From an optimization exercise on the open Yosys and OpenROAD flow, aimed at small area, a short achievable clock period and few clock cycles per item; shortcuts taken in it are not production practice. Where RTL was checked, it was by simulation tests only, not by an equivalence proof against the original.

==> inputs of trial 2 <==
## fp32_div_pipe
module fp32_div_pipe (
  input  logic        clk,
  input  logic        rst_n,
  input  logic        in_valid,
  output logic        in_ready,
  input  logic [31:0] in_a,
  input  logic [31:0] in_b,
  output logic        out_valid,
  input  logic        out_ready,
  output logic [31:0] out_q,
  output logic [3:0]  out_flags
);
==> flow/config.mk <==
export PLATFORM = sky130hd
export DESIGN_NAME = fp32_div_pipe
export DESIGN_NICKNAME = fp32_div_pipe
export VERILOG_FILES = /design/flow/design.v
export SDC_FILE = /design/flow/constraint.sdc
export NUM_CORES = 4
export LEC_CHECK = 0
export ABC_AREA = 1
export CAP_MARGIN = 20
export CORE_MARGIN = 2
export CORE_UTILIZATION = 60
export CTS_CLUSTER_DIAMETER = 100
export CTS_CLUSTER_SIZE = 30
export SLEW_MARGIN = 50
export SYNTH_HIERARCHICAL = 1
export SYNTH_MINIMUM_KEEP_SIZE = 0
==> flow/constraint.sdc <==
create_clock -name core_clock -period 125.0 [get_ports {clk}]
set_input_delay 25.0000 -clock core_clock [delete_from_list [all_inputs] [get_ports {clk}]]
set_output_delay 25.0000 -clock core_clock [all_outputs]
set_load 0.01 [all_outputs]
standard.sh (not shown) runs the stock make flow with config.mk's settings and CLKGATE_MAP_FILE= SYNTH_SCRIPT=/design/flow/synth_recipe.tcl, a recipe that flattens the netlist after the stock synthesis.
==> flow/flow/run.sh <==
#!/bin/bash
# Own layout flow: the standard flow (standard synthesis, floorplan, place,
# CTS, route) unchanged, except that the input and output port buffers that
# buffer_ports inserts are sky130_fd_sc_hd__buf_2 cells instead of the default
# choice. Every port is still buffered.
set -euo pipefail
export BUFFER_PORTS_ARGS="-buffer_cell sky130_fd_sc_hd__buf_2"
bash standard.sh finish > standard_flow.log 2>&1
==> build 9: changes against trial 2 <==
--- a/flow/design.v
+++ b/flow/design.v
@@ -1018,31 +1018,31 @@
   assign ic[1] = ic[0] & (&mant[0:0]);
   assign ic[2] = ic[0] & (&mant[1:0]);
   assign ic[3] = ic[0] & (&mant[2:0]);
   assign ic[4] = ic[0] & (&mant[3:0]);
   assign ic[5] = ic[0] & (&mant[4:0]);
   assign ic[6] = ic[0] & (&mant[5:0]);
   assign ic[7] = ic[0] & (&mant[6:0]);
   assign ic[8] = ic[0] & (&mant[7:0]);
-  assign ic[9] = ic[0] & (&mant[8:0]);
-  assign ic[10] = ic[0] & (&mant[9:0]);
-  assign ic[11] = ic[0] & (&mant[10:0]);
-  assign ic[12] = ic[0] & (&mant[11:0]);
-  assign ic[13] = ic[0] & (&mant[12:0]);
-  assign ic[14] = ic[0] & (&mant[13:0]);
-  assign ic[15] = ic[0] & (&mant[14:0]);
-  assign ic[16] = ic[0] & (&mant[15:0]);
-  assign ic[17] = ic[0] & (&mant[16:0]);
-  assign ic[18] = ic[0] & (&mant[17:0]);
-  assign ic[19] = ic[0] & (&mant[18:0]);
-  assign ic[20] = ic[0] & (&mant[19:0]);
-  assign ic[21] = ic[0] & (&mant[20:0]);
-  assign ic[22] = ic[0] & (&mant[21:0]);
-  assign ic[23] = ic[0] & (&mant[22:0]);
+  assign ic[9] = ic[8] & (&mant[8:8]);
+  assign ic[10] = ic[8] & (&mant[9:8]);
+  assign ic[11] = ic[8] & (&mant[10:8]);
+  assign ic[12] = ic[8] & (&mant[11:8]);
+  assign ic[13] = ic[8] & (&mant[12:8]);
+  assign ic[14] = ic[8] & (&mant[13:8]);
+  assign ic[15] = ic[8] & (&mant[14:8]);
+  assign ic[16] = ic[8] & (&mant[15:8]);
+  assign ic[17] = ic[16] & (&mant[16:16]);
+  assign ic[18] = ic[16] & (&mant[17:16]);
+  assign ic[19] = ic[16] & (&mant[18:16]);
+  assign ic[20] = ic[16] & (&mant[19:16]);
+  assign ic[21] = ic[16] & (&mant[20:16]);
+  assign ic[22] = ic[16] & (&mant[21:16]);
+  assign ic[23] = ic[16] & (&mant[22:16]);
   assign mcarry = ic[23];
   assign mant_r = mant ^ ic[22:0];
   assign exp_r = r2_e + {8'd0, p47 & mcarry, p47 ^ mcarry};
   assign n_ovf = ~exp_r[9] & (exp_r[8] | (&exp_r[7:0]));
   assign n_unf = exp_r[9] | (exp_r == 10'd0);
   assign r2_kind = (r2_e[9:7] == 3'b100) ? r2_e[2:1] : 2'b00;
   assign r2_kx = r2_e[0];
   assign k_nan = (r2_kind == 2'b01);
Settings changed: CORE_UTILIZATION 60 to 66, SLEW_MARGIN 50 to 45.
==> build 11: changes against trial 2 <==
--- a/flow/design.v
+++ b/flow/design.v
@@ -1018,31 +1018,31 @@
   assign ic[1] = ic[0] & (&mant[0:0]);
   assign ic[2] = ic[0] & (&mant[1:0]);
   assign ic[3] = ic[0] & (&mant[2:0]);
   assign ic[4] = ic[0] & (&mant[3:0]);
   assign ic[5] = ic[0] & (&mant[4:0]);
   assign ic[6] = ic[0] & (&mant[5:0]);
   assign ic[7] = ic[0] & (&mant[6:0]);
   assign ic[8] = ic[0] & (&mant[7:0]);
-  assign ic[9] = ic[0] & (&mant[8:0]);
-  assign ic[10] = ic[0] & (&mant[9:0]);
-  assign ic[11] = ic[0] & (&mant[10:0]);
-  assign ic[12] = ic[0] & (&mant[11:0]);
-  assign ic[13] = ic[0] & (&mant[12:0]);
-  assign ic[14] = ic[0] & (&mant[13:0]);
-  assign ic[15] = ic[0] & (&mant[14:0]);
-  assign ic[16] = ic[0] & (&mant[15:0]);
-  assign ic[17] = ic[0] & (&mant[16:0]);
-  assign ic[18] = ic[0] & (&mant[17:0]);
-  assign ic[19] = ic[0] & (&mant[18:0]);
-  assign ic[20] = ic[0] & (&mant[19:0]);
-  assign ic[21] = ic[0] & (&mant[20:0]);
-  assign ic[22] = ic[0] & (&mant[21:0]);
-  assign ic[23] = ic[0] & (&mant[22:0]);
+  assign ic[9] = ic[8] & (&mant[8:8]);
+  assign ic[10] = ic[8] & (&mant[9:8]);
+  assign ic[11] = ic[8] & (&mant[10:8]);
+  assign ic[12] = ic[8] & (&mant[11:8]);
+  assign ic[13] = ic[8] & (&mant[12:8]);
+  assign ic[14] = ic[8] & (&mant[13:8]);
+  assign ic[15] = ic[8] & (&mant[14:8]);
+  assign ic[16] = ic[8] & (&mant[15:8]);
+  assign ic[17] = ic[16] & (&mant[16:16]);
+  assign ic[18] = ic[16] & (&mant[17:16]);
+  assign ic[19] = ic[16] & (&mant[18:16]);
+  assign ic[20] = ic[16] & (&mant[19:16]);
+  assign ic[21] = ic[16] & (&mant[20:16]);
+  assign ic[22] = ic[16] & (&mant[21:16]);
+  assign ic[23] = ic[16] & (&mant[22:16]);
   assign mcarry = ic[23];
   assign mant_r = mant ^ ic[22:0];
   assign exp_r = r2_e + {8'd0, p47 & mcarry, p47 ^ mcarry};
   assign n_ovf = ~exp_r[9] & (exp_r[8] | (&exp_r[7:0]));
   assign n_unf = exp_r[9] | (exp_r == 10'd0);
   assign r2_kind = (r2_e[9:7] == 3'b100) ? r2_e[2:1] : 2'b00;
   assign r2_kx = r2_e[0];
   assign k_nan = (r2_kind == 2'b01);
Settings changed: CORE_UTILIZATION 60 to 55, SLEW_MARGIN 50 to 45.
==> trial 91: changes against trial 2 <==
--- a/flow/design.v
+++ b/flow/design.v
@@ -1018,31 +1018,31 @@
   assign ic[1] = ic[0] & (&mant[0:0]);
   assign ic[2] = ic[0] & (&mant[1:0]);
   assign ic[3] = ic[0] & (&mant[2:0]);
   assign ic[4] = ic[0] & (&mant[3:0]);
   assign ic[5] = ic[0] & (&mant[4:0]);
   assign ic[6] = ic[0] & (&mant[5:0]);
   assign ic[7] = ic[0] & (&mant[6:0]);
   assign ic[8] = ic[0] & (&mant[7:0]);
-  assign ic[9] = ic[0] & (&mant[8:0]);
-  assign ic[10] = ic[0] & (&mant[9:0]);
-  assign ic[11] = ic[0] & (&mant[10:0]);
-  assign ic[12] = ic[0] & (&mant[11:0]);
-  assign ic[13] = ic[0] & (&mant[12:0]);
-  assign ic[14] = ic[0] & (&mant[13:0]);
-  assign ic[15] = ic[0] & (&mant[14:0]);
-  assign ic[16] = ic[0] & (&mant[15:0]);
-  assign ic[17] = ic[0] & (&mant[16:0]);
-  assign ic[18] = ic[0] & (&mant[17:0]);
-  assign ic[19] = ic[0] & (&mant[18:0]);
-  assign ic[20] = ic[0] & (&mant[19:0]);
-  assign ic[21] = ic[0] & (&mant[20:0]);
-  assign ic[22] = ic[0] & (&mant[21:0]);
-  assign ic[23] = ic[0] & (&mant[22:0]);
+  assign ic[9] = ic[8] & (&mant[8:8]);
+  assign ic[10] = ic[8] & (&mant[9:8]);
+  assign ic[11] = ic[8] & (&mant[10:8]);
+  assign ic[12] = ic[8] & (&mant[11:8]);
+  assign ic[13] = ic[8] & (&mant[12:8]);
+  assign ic[14] = ic[8] & (&mant[13:8]);
+  assign ic[15] = ic[8] & (&mant[14:8]);
+  assign ic[16] = ic[8] & (&mant[15:8]);
+  assign ic[17] = ic[16] & (&mant[16:16]);
+  assign ic[18] = ic[16] & (&mant[17:16]);
+  assign ic[19] = ic[16] & (&mant[18:16]);
+  assign ic[20] = ic[16] & (&mant[19:16]);
+  assign ic[21] = ic[16] & (&mant[20:16]);
+  assign ic[22] = ic[16] & (&mant[21:16]);
+  assign ic[23] = ic[16] & (&mant[22:16]);
   assign mcarry = ic[23];
   assign mant_r = mant ^ ic[22:0];
   assign exp_r = r2_e + {8'd0, p47 & mcarry, p47 ^ mcarry};
   assign n_ovf = ~exp_r[9] & (exp_r[8] | (&exp_r[7:0]));
   assign n_unf = exp_r[9] | (exp_r == 10'd0);
   assign r2_kind = (r2_e[9:7] == 3'b100) ? r2_e[2:1] : 2'b00;
   assign r2_kx = r2_e[0];
   assign k_nan = (r2_kind == 2'b01);
==> run summary <==
Via count: trial 2 is smaller than build 9 (3.3%). Of build 11 and trial 2, trial 2 has the higher sequential share of layout area (gap 0.17 points). Against build 9, the worst setup slack of trial 2 is better by 0.064 ns. Between trial 91 and build 11, the lower global-route usage is in build 11 (gap 2.4 points).
Testbench counts of build 9, summed over its fixed seeds: cycles 16,032, items 16,000.
Testbench counts of build 11, summed over its fixed seeds: cycles 16,032, items 16,000.
Testbench counts of trial 91, summed over its fixed seeds: cycles 16,032, items 16,000.
No functional check of the RTL was part of trial 2.

---

==> sierra <==
Another version of the RTL of fp32_div_pipe (not shown whole).
Settings: LEC_CHECK=0, ABC_AREA=1, CAP_MARGIN=20, CORE_MARGIN=2, CORE_UTILIZATION=40, SLEW_MARGIN=60, SYNTH_HIERARCHICAL=1, SYNTH_MINIMUM_KEEP_SIZE=0; clock period 125.0 ns.
run.sh (not shown) runs the stock make flow with config.mk's settings and CLKGATE_MAP_FILE= SYNTH_SCRIPT=/design/flow/synth_recipe.tcl, a recipe that flattens the netlist after the stock synthesis.
Stock flow here: none of the scripts above is used.
==> inputs of maple, as changes to sierra <==
--- a/flow/design.v
+++ b/flow/design.v
@@ -428,16 +428,20 @@
   logic [41:0] mts5;
   logic [41:0] mtc5;
   logic [2:0] mtha5;
   logic [2:0] mthb5;
   logic [2:0] mths5;
   logic [2:0] mthc5;
   logic [47:0] mtx;
   logic [47:0] mty;
+  logic [14:0] cs0_1;
+  logic [14:0] cs1_1;
+  logic [14:0] cs0_2;
+  logic [14:0] cs1_2;
   assign adv       = ~sk_v;
   assign in_ready  = rdy_q;
   assign out_valid = out_v;
   assign out_q     = out_q_r;
   assign out_flags = out_f_r;
   assign take      = out_v & out_ready;
   assign arrive    = r2_v & adv;
   always_ff @(posedge clk) begin
@@ -984,44 +988,76 @@
   assign pc[13] = pg[12] | (ppr[12] & pc[12]);
   assign pc[14] = pg[13] | (ppr[13] & pc[13]);
   assign pc[15] = pg[14] | (ppr[14] & pc[14]);
   assign pc[16] = pg[15] | (ppr[15] & pc[15]);
   assign pc[17] = pg[16] | (ppr[16] & pc[16]);
   assign pc[18] = pg[17] | (ppr[17] & pc[17]);
   assign pc[19] = pg[18] | (ppr[18] & pc[18]);
   assign pc[20] = pg[19] | (ppr[19] & pc[19]);
-  assign pc[21] = pg[20] | (ppr[20] & pc[20]);
-  assign pc[22] = pg[21] | (ppr[21] & pc[21]);
-  assign pc[23] = pg[22] | (ppr[22] & pc[22]);
-  assign pc[24] = pg[23] | (ppr[23] & pc[23]);
-  assign pc[25] = pg[24] | (ppr[24] & pc[24]);
-  assign pc[26] = pg[25] | (ppr[25] & pc[25]);
-  assign pc[27] = pg[26] | (ppr[26] & pc[26]);
-  assign pc[28] = pg[27] | (ppr[27] & pc[27]);
-  assign pc[29] = pg[28] | (ppr[28] & pc[28]);
-  assign pc[30] = pg[29] | (ppr[29] & pc[29]);
-  assign pc[31] = pg[30] | (ppr[30] & pc[30]);
-  assign pc[32] = pg[31] | (ppr[31] & pc[31]);
-  assign pc[33] = pg[32] | (ppr[32] & pc[32]);
-  assign pc[34] = pg[33] | (ppr[33] & pc[33]);
-  assign pc[35] = pg[34] | (ppr[34] & pc[34]);
-  assign pc[36] = pg[35] | (ppr[35] & pc[35]);
-  assign pc[37] = pg[36] | (ppr[36] & pc[36]);
-  assign pc[38] = pg[37] | (ppr[37] & pc[37]);
-  assign pc[39] = pg[38] | (ppr[38] & pc[38]);
-  assign pc[40] = pg[39] | (ppr[39] & pc[39]);
-  assign pc[41] = pg[40] | (ppr[40] & pc[40]);
-  assign pc[42] = pg[41] | (ppr[41] & pc[41]);
-  assign pc[43] = pg[42] | (ppr[42] & pc[42]);
-  assign pc[44] = pg[43] | (ppr[43] & pc[43]);
-  assign pc[45] = pg[44] | (ppr[44] & pc[44]);
-  assign pc[46] = pg[45] | (ppr[45] & pc[45]);
-  assign pc[47] = pg[46] | (ppr[46] & pc[46]);
-  assign pc[48] = pg[47] | (ppr[47] & pc[47]);
+  assign cs0_1[0] = 1'b0; assign cs1_1[0] = 1'b1;
+  assign cs0_1[1] = pg[20] | (ppr[20] & cs0_1[0]);
+  assign cs1_1[1] = pg[20] | (ppr[20] & cs1_1[0]);
+  assign cs0_1[2] = pg[21] | (ppr[21] & cs0_1[1]);
+  assign cs1_1[2] = pg[21] | (ppr[21] & cs1_1[1]);
+  assign cs0_1[3] = pg[22] | (ppr[22] & cs0_1[2]);
+  assign cs1_1[3] = pg[22] | (ppr[22] & cs1_1[2]);
+  assign cs0_1[4] = pg[23] | (ppr[23] & cs0_1[3]);
+  assign cs1_1[4] = pg[23] | (ppr[23] & cs1_1[3]);
+  assign cs0_1[5] = pg[24] | (ppr[24] & cs0_1[4]);
+  assign cs1_1[5] = pg[24] | (ppr[24] & cs1_1[4]);
+  assign cs0_1[6] = pg[25] | (ppr[25] & cs0_1[5]);
+  assign cs1_1[6] = pg[25] | (ppr[25] & cs1_1[5]);
+  assign cs0_1[7] = pg[26] | (ppr[26] & cs0_1[6]);
+  assign cs1_1[7] = pg[26] | (ppr[26] & cs1_1[6]);
+  assign cs0_1[8] = pg[27] | (ppr[27] & cs0_1[7]);
+  assign cs1_1[8] = pg[27] | (ppr[27] & cs1_1[7]);
+  assign cs0_1[9] = pg[28] | (ppr[28] & cs0_1[8]);
+  assign cs1_1[9] = pg[28] | (ppr[28] & cs1_1[8]);
+  assign cs0_1[10] = pg[29] | (ppr[29] & cs0_1[9]);
+  assign cs1_1[10] = pg[29] | (ppr[29] & cs1_1[9]);
+  assign cs0_1[11] = pg[30] | (ppr[30] & cs0_1[10]);
+  assign cs1_1[11] = pg[30] | (ppr[30] & cs1_1[10]);
+  assign cs0_1[12] = pg[31] | (ppr[31] & cs0_1[11]);
+  assign cs1_1[12] = pg[31] | (ppr[31] & cs1_1[11]);
+  assign cs0_1[13] = pg[32] | (ppr[32] & cs0_1[12]);
+  assign cs1_1[13] = pg[32] | (ppr[32] & cs1_1[12]);
+  assign cs0_1[14] = pg[33] | (ppr[33] & cs0_1[13]);
+  assign cs1_1[14] = pg[33] | (ppr[33] & cs1_1[13]);
+  assign pc[34:21] = pc[20] ? cs1_1[14:1] : cs0_1[14:1];
+  assign cs0_2[0] = 1'b0; assign cs1_2[0] = 1'b1;
+  assign cs0_2[1] = pg[34] | (ppr[34] & cs0_2[0]);
+  assign cs1_2[1] = pg[34] | (ppr[34] & cs1_2[0]);
+  assign cs0_2[2] = pg[35] | (ppr[35] & cs0_2[1]);
+  assign cs1_2[2] = pg[35] | (ppr[35] & cs1_2[1]);
+  assign cs0_2[3] = pg[36] | (ppr[36] & cs0_2[2]);
+  assign cs1_2[3] = pg[36] | (ppr[36] & cs1_2[2]);
+  assign cs0_2[4] = pg[37] | (ppr[37] & cs0_2[3]);
+  assign cs1_2[4] = pg[37] | (ppr[37] & cs1_2[3]);
+  assign cs0_2[5] = pg[38] | (ppr[38] & cs0_2[4]);
+  assign cs1_2[5] = pg[38] | (ppr[38] & cs1_2[4]);
+  assign cs0_2[6] = pg[39] | (ppr[39] & cs0_2[5]);
+  assign cs1_2[6] = pg[39] | (ppr[39] & cs1_2[5]);
+  assign cs0_2[7] = pg[40] | (ppr[40] & cs0_2[6]);
+  assign cs1_2[7] = pg[40] | (ppr[40] & cs1_2[6]);
+  assign cs0_2[8] = pg[41] | (ppr[41] & cs0_2[7]);
+  assign cs1_2[8] = pg[41] | (ppr[41] & cs1_2[7]);
+  assign cs0_2[9] = pg[42] | (ppr[42] & cs0_2[8]);
+  assign cs1_2[9] = pg[42] | (ppr[42] & cs1_2[8]);
+  assign cs0_2[10] = pg[43] | (ppr[43] & cs0_2[9]);
+  assign cs1_2[10] = pg[43] | (ppr[43] & cs1_2[9]);
+  assign cs0_2[11] = pg[44] | (ppr[44] & cs0_2[10]);
+  assign cs1_2[11] = pg[44] | (ppr[44] & cs1_2[10]);
+  assign cs0_2[12] = pg[45] | (ppr[45] & cs0_2[11]);
+  assign cs1_2[12] = pg[45] | (ppr[45] & cs1_2[11]);
+  assign cs0_2[13] = pg[46] | (ppr[46] & cs0_2[12]);
+  assign cs1_2[13] = pg[46] | (ppr[46] & cs1_2[12]);
+  assign cs0_2[14] = pg[47] | (ppr[47] & cs0_2[13]);
+  assign cs1_2[14] = pg[47] | (ppr[47] & cs1_2[13]);
+  assign pc[48:35] = pc[34] ? cs1_2[14:1] : cs0_2[14:1];
   assign p = ppr ^ pc[47:0];
   assign p47 = p[47];
   assign mant = p47 ? p[46:24] : p[45:23];
   assign guard = p47 ? p[23] : p[22];
   assign sticky = (|p[21:0]) | (p47 & p[22]);
   assign rnd = guard & (sticky | mant[0]);
   assign ic[0] = rnd;
   assign ic[1] = ic[0] & (&mant[0:0]);
==> inputs of umber, as changes to sierra <==
--- a/flow/design.v
+++ b/flow/design.v
@@ -35,32 +35,33 @@
   logic anan;
   logic ainf;
   logic bnan;
   logic binf;
   logic runf;
   logic [1:0] kind1;
   logic kx1;
   logic [9:0] e1;
+  logic [9:0] e1n;
+  logic [1:0] r2_kind;
+  logic r2_kx;
   logic [23:0] d1;
   logic [5:0] qt1;
   logic [26:0] s1_S;
   logic [26:0] s1_C;
   logic [12:0] s1_qp;
   logic [6:0] s1_qn;
   logic [26:0] r1_S;
   logic [26:0] r1_C;
   logic [12:0] r1_qp;
   logic [6:0] r1_qn;
   logic [22:0] r1_fa;
   logic [22:0] r1_fb;
   logic r1_fbz;
   logic [9:0] r1_e;
-  logic [1:0] r1_kind;
-  logic r1_kx;
   logic r1_s;
   logic [26:0] d2;
   logic [25:0] wg;
   logic [25:0] wp;
   logic negw;
   logic [22:0] cq;
   logic [22:0] cz;
   logic [22:0] cg;
@@ -71,18 +72,16 @@
   logic [4:0] lP;
   logic ccin;
   logic cmid;
   logic [22:0] cc;
   logic [22:0] fr2;
   logic [22:0] r2_fr;
   logic [22:0] r2_fa;
   logic [9:0] r2_e;
-  logic [1:0] r2_kind;
-  logic r2_kx;
   logic r2_s;
   logic [23:0] ma;
   logic [47:0] pg;
   logic [47:0] ppr;
   logic [48:0] pc;
   logic [47:0] p;
   logic p47;
   logic [22:0] mant;
@@ -90,27 +89,16 @@
   logic sticky;
   logic rnd;
   logic [23:0] ic;
   logic [22:0] mant_r;
   logic mcarry;
   logic [9:0] exp_r;
   logic n_ovf;
   logic n_unf;
-  logic [9:0] ex0;
-  logic [9:0] ex1;
-  logic [9:0] ex2;
-  logic ov0;
-  logic ov1;
-  logic ov2;
-  logic un0;
-  logic un1;
-  logic un2;
-  logic inc1;
-  logic inc2;
   logic k_nan;
   logic k_inf;
   logic k_zero;
   logic [31:0] q3;
   logic [3:0] f3;
   logic [31:0] out_q_r;
   logic [3:0] out_f_r;
   logic [31:0] sk_q;
@@ -472,24 +460,20 @@
       r1_S    <= s1_S;
       r1_C    <= s1_C;
       r1_qp   <= s1_qp;
       r1_qn   <= s1_qn;
       r1_fa   <= fa1;
       r1_fb   <= fb1;
       r1_fbz  <= ~b_fnz;
       r1_e    <= e1;
-      r1_kind <= kind1;
-      r1_kx   <= kx1;
       r1_s    <= r0_s;
       r2_fr   <= fr2;
       r2_fa   <= r1_fa;
       r2_e    <= r1_e;
-      r2_kind <= r1_kind;
-      r2_kx   <= r1_kx;
       r2_s    <= r1_s;
     end
     if (~out_v | out_ready) begin
       out_q_r <= sk_v ? sk_q : q3;
       out_f_r <= sk_v ? sk_f : f3;
     end
     if (~sk_v) begin
       sk_q <= q3;
@@ -507,17 +491,18 @@
     kind1 = 2'b00; kx1 = 1'b0;
     if (anan | bnan) begin kind1 = 2'b01; kx1 = 1'b0; end
     else if ((ainf & binf) | (a_ez & b_ez)) begin kind1 = 2'b01; kx1 = 1'b1; end
     else if (ainf) begin kind1 = 2'b10; kx1 = 1'b0; end
     else if (b_ez) begin kind1 = 2'b10; kx1 = 1'b1; end
     else if (a_ez | binf) begin kind1 = 2'b11; kx1 = 1'b0; end
     else if (runf) begin kind1 = 2'b11; kx1 = 1'b1; end
   end
-  assign e1 = {2'b00, ea} - {2'b00, eb} + 10'd126 + {9'd0, ~b_fnz};
+  assign e1n = {2'b00, ea} - {2'b00, eb} + 10'd126 + {9'd0, ~b_fnz};
+  assign e1 = (kind1 == 2'b00) ? e1n : {3'b100, 4'b0000, kind1, kx1};
   localparam logic [127:0] QTAB0 = 128'h1e1e3871c718e73199999936db695aab;
   assign qt1[0] = QTAB0[fb1[22:16]];
   localparam logic [127:0] QTAB1 = 128'h01fe07f03f07e0f0787878f1c718c667;
   assign qt1[1] = QTAB1[fb1[22:16]];
   localparam logic [127:0] QTAB2 = 128'h0001fff000ffe00ff807f80fc0f83e1f;
   assign qt1[2] = QTAB2[fb1[22:16]];
   localparam logic [127:0] QTAB3 = 128'h0000000fffffe00007fff8003ff801ff;
   assign qt1[3] = QTAB3[fb1[22:16]];
@@ -1023,51 +1008,42 @@
   assign guard = p47 ? p[23] : p[22];
   assign sticky = (|p[21:0]) | (p47 & p[22]);
   assign rnd = guard & (sticky | mant[0]);
   assign ic[0] = rnd;
   assign ic[1] = ic[0] & (&mant[0:0]);
   assign ic[2] = ic[0] & (&mant[1:0]);
   assign ic[3] = ic[0] & (&mant[2:0]);
   assign ic[4] = ic[0] & (&mant[3:0]);
-  assign ic[5] = ic[4] & (&mant[4:4]);
-  assign ic[6] = ic[4] & (&mant[5:4]);
-  assign ic[7] = ic[4] & (&mant[6:4]);
-  assign ic[8] = ic[4] & (&mant[7:4]);
+  assign ic[5] = ic[0] & (&mant[4:0]);
+  assign ic[6] = ic[0] & (&mant[5:0]);
+  assign ic[7] = ic[0] & (&mant[6:0]);
+  assign ic[8] = ic[0] & (&mant[7:0]);
   assign ic[9] = ic[8] & (&mant[8:8]);
   assign ic[10] = ic[8] & (&mant[9:8]);
   assign ic[11] = ic[8] & (&mant[10:8]);
   assign ic[12] = ic[8] & (&mant[11:8]);
-  assign ic[13] = ic[12] & (&mant[12:12]);
-  assign ic[14] = ic[12] & (&mant[13:12]);
-  assign ic[15] = ic[12] & (&mant[14:12]);
-  assign ic[16] = ic[12] & (&mant[15:12]);
+  assign ic[13] = ic[8] & (&mant[12:8]);
+  assign ic[14] = ic[8] & (&mant[13:8]);
+  assign ic[15] = ic[8] & (&mant[14:8]);
+  assign ic[16] = ic[8] & (&mant[15:8]);
   assign ic[17] = ic[16] & (&mant[16:16]);
   assign ic[18] = ic[16] & (&mant[17:16]);
   assign ic[19] = ic[16] & (&mant[18:16]);
   assign ic[20] = ic[16] & (&mant[19:16]);
-  assign ic[21] = ic[20] & (&mant[20:20]);
-  assign ic[22] = ic[20] & (&mant[21:20]);
-  assign ic[23] = ic[20] & (&mant[22:20]);
-  assign mcarry = rnd & (&mant);
+  assign ic[21] = ic[16] & (&mant[20:16]);
+  assign ic[22] = ic[16] & (&mant[21:16]);
+  assign ic[23] = ic[16] & (&mant[22:16]);
+  assign mcarry = ic[23];
   assign mant_r = mant ^ ic[22:0];
-  assign ex0 = r2_e;
-  assign ex1 = r2_e + 10'd1;
-  assign ex2 = r2_e + 10'd2;
-  assign ov0 = ~ex0[9] & (ex0[8] | (&ex0[7:0]));
-  assign ov1 = ~ex1[9] & (ex1[8] | (&ex1[7:0]));
-  assign ov2 = ~ex2[9] & (ex2[8] | (&ex2[7:0]));
-  assign un0 = ex0[9] | (ex0 == 10'd0);
-  assign un1 = ex1[9] | (ex1 == 10'd0);
-  assign un2 = ex2[9] | (ex2 == 10'd0);
-  assign inc2 = p47 & mcarry;
-  assign inc1 = p47 ^ mcarry;
-  assign exp_r = inc2 ? ex2 : (inc1 ? ex1 : ex0);
-  assign n_ovf = inc2 ? ov2 : (inc1 ? ov1 : ov0);
-  assign n_unf = inc2 ? un2 : (inc1 ? un1 : un0);
+  assign exp_r = r2_e + {8'd0, p47 & mcarry, p47 ^ mcarry};
+  assign n_ovf = ~exp_r[9] & (exp_r[8] | (&exp_r[7:0]));
+  assign n_unf = exp_r[9] | (exp_r == 10'd0);
+  assign r2_kind = (r2_e[9:7] == 3'b100) ? r2_e[2:1] : 2'b00;
+  assign r2_kx = r2_e[0];
   assign k_nan = (r2_kind == 2'b01);
   assign k_inf = (r2_kind == 2'b10) | ((r2_kind == 2'b00) & n_ovf);
   assign k_zero = (r2_kind == 2'b11) | ((r2_kind == 2'b00) & n_unf & ~n_ovf);
   assign q3 = {r2_s & ~k_nan,
                (k_nan | k_inf) ? 8'hFF : (k_zero ? 8'h00 : exp_r[7:0]),
                k_nan ? 23'h400001 : ((k_inf | k_zero) ? 23'd0 : mant_r)};
   assign f3 = {k_nan & r2_kx,
                (r2_kind == 2'b10) & r2_kx,
==> flow/flow/run.sh (new file) <==
#!/bin/bash
# Own layout flow: the standard flow (standard synthesis, floorplan, place,
# CTS, route) unchanged, except that the input and output port buffers that
# buffer_ports inserts are sky130_fd_sc_hd__buf_2 cells instead of the default
# choice. Every port is still buffered.
set -euo pipefail
export BUFFER_PORTS_ARGS="-buffer_cell sky130_fd_sc_hd__buf_2"
bash standard.sh finish > standard_flow.log 2>&1
==> flow/standard.sh (new file) <==
#!/bin/bash
# synth_recipe.tcl (not shown) runs the flow's synth.tcl, then flattens the netlist and writes it again
# the make line also repeats each setting of config.mk as NAME=value (left out here)
make -C /OpenROAD-flow-scripts/flow DESIGN_CONFIG=/design/flow/config.mk WORK_HOME=/design/flow/orfs CLKGATE_MAP_FILE= SYNTH_SCRIPT=/design/flow/synth_recipe.tcl "${@:-finish}"
Settings changed: CORE_UTILIZATION 40 to 60, CTS_CLUSTER_DIAMETER set to 80, CTS_CLUSTER_SIZE set to 24.
removed: flow/run.sh
==> inputs of quartz, as changes to sierra <==
==> flow/flow/run.sh (new file) <==
#!/bin/bash
# Own layout flow: the standard flow (standard synthesis, floorplan, place,
# CTS, route) unchanged, except that the input and output port buffers that
# buffer_ports inserts are sky130_fd_sc_hd__buf_2 cells instead of the default
# choice. Every port is still buffered.
set -euo pipefail
export BUFFER_PORTS_ARGS="-buffer_cell sky130_fd_sc_hd__buf_2"
bash standard.sh finish > standard_flow.log 2>&1
==> flow/standard.sh (new file) <==
#!/bin/bash
# synth_recipe.tcl (not shown) runs the flow's synth.tcl, then flattens the netlist and writes it again
# the make line also repeats each setting of config.mk as NAME=value (left out here)
make -C /OpenROAD-flow-scripts/flow DESIGN_CONFIG=/design/flow/config.mk WORK_HOME=/design/flow/orfs CLKGATE_MAP_FILE= SYNTH_SCRIPT=/design/flow/synth_recipe.tcl "${@:-finish}"
removed: flow/run.sh
==> notes <==
- Die area: maple is larger than quartz (0.67%).
- umber completed with no timing, DRC or antenna violations. maple finished clean. sierra finished with timing, DRC and antenna clean. quartz completed with no timing, DRC or antenna violations.
- Between umber and maple, the lower area after synthesis is in umber (gap about 2%, measured against maple).
- Critical path depth is the same in sierra and maple.
- Between sierra and umber, the lower via count is in umber (gap about 2%, measured against umber).
- Between sierra and umber, the lower fmax is in sierra (gap 1.7%, measured against umber).
- Between maple and sierra, the lower synthesized cell count is in sierra (gap about 2.7%, measured against sierra).
Testbench counts of sierra, summed over its fixed seeds: cycles 16,032, items 16,000.
Testbench counts of maple, summed over its fixed seeds: cycles 16,032, items 16,000.
Testbench counts of umber, summed over its fixed seeds: cycles 16,032, items 16,000.
Testbench counts of quartz, summed over its fixed seeds: cycles 16,032, items 16,000.

==> re-timing with driven ports <==
The flow's constraints put no driver on any port. The routed layouts listed below were extracted and timed again, unchanged, in two steps.
Step 1 sets driving cells, clkbuf_16 on the clock port and buf_2 on the other inputs (assumed; they add their load-dependent delay and slew).
Step 2 times the ports against the registers' clock, not the clock port: input delays grow and output delays shrink by t, the midpoint of the rising clock arrivals with the driver on.
Slacks: no drivers / after step 1 / after step 2; pairs: no drivers / after step 1.
run	t (ns)	setup WS [ns]	clock arrival spread, ns	pins driven straight from the clock port
trial 2	0.628	98.868 / 98.802 / 99.098	0.035 / 0.036	1
build 9	0.657	98.804 / 98.736 / 99.091	0.049 / 0.049	1
build 11	0.658	98.772 / 98.702 / 99.079	0.060 / 0.059	1
trial 91	0.627	98.866 / 98.798 / 99.079	0.042 / 0.043	1
sierra	0.675	98.436 / 98.361 / 98.702	0.037 / 0.038	1
maple	0.679	98.464 / 98.398 / 98.651	0.065 / 0.065	1
umber	0.605	98.888 / 98.823 / 99.103	0.047 / 0.047	1
quartz	0.663	98.881 / 98.806 / 99.060	0.023 / 0.022	1
After both steps setup and hold are still met in every run listed.
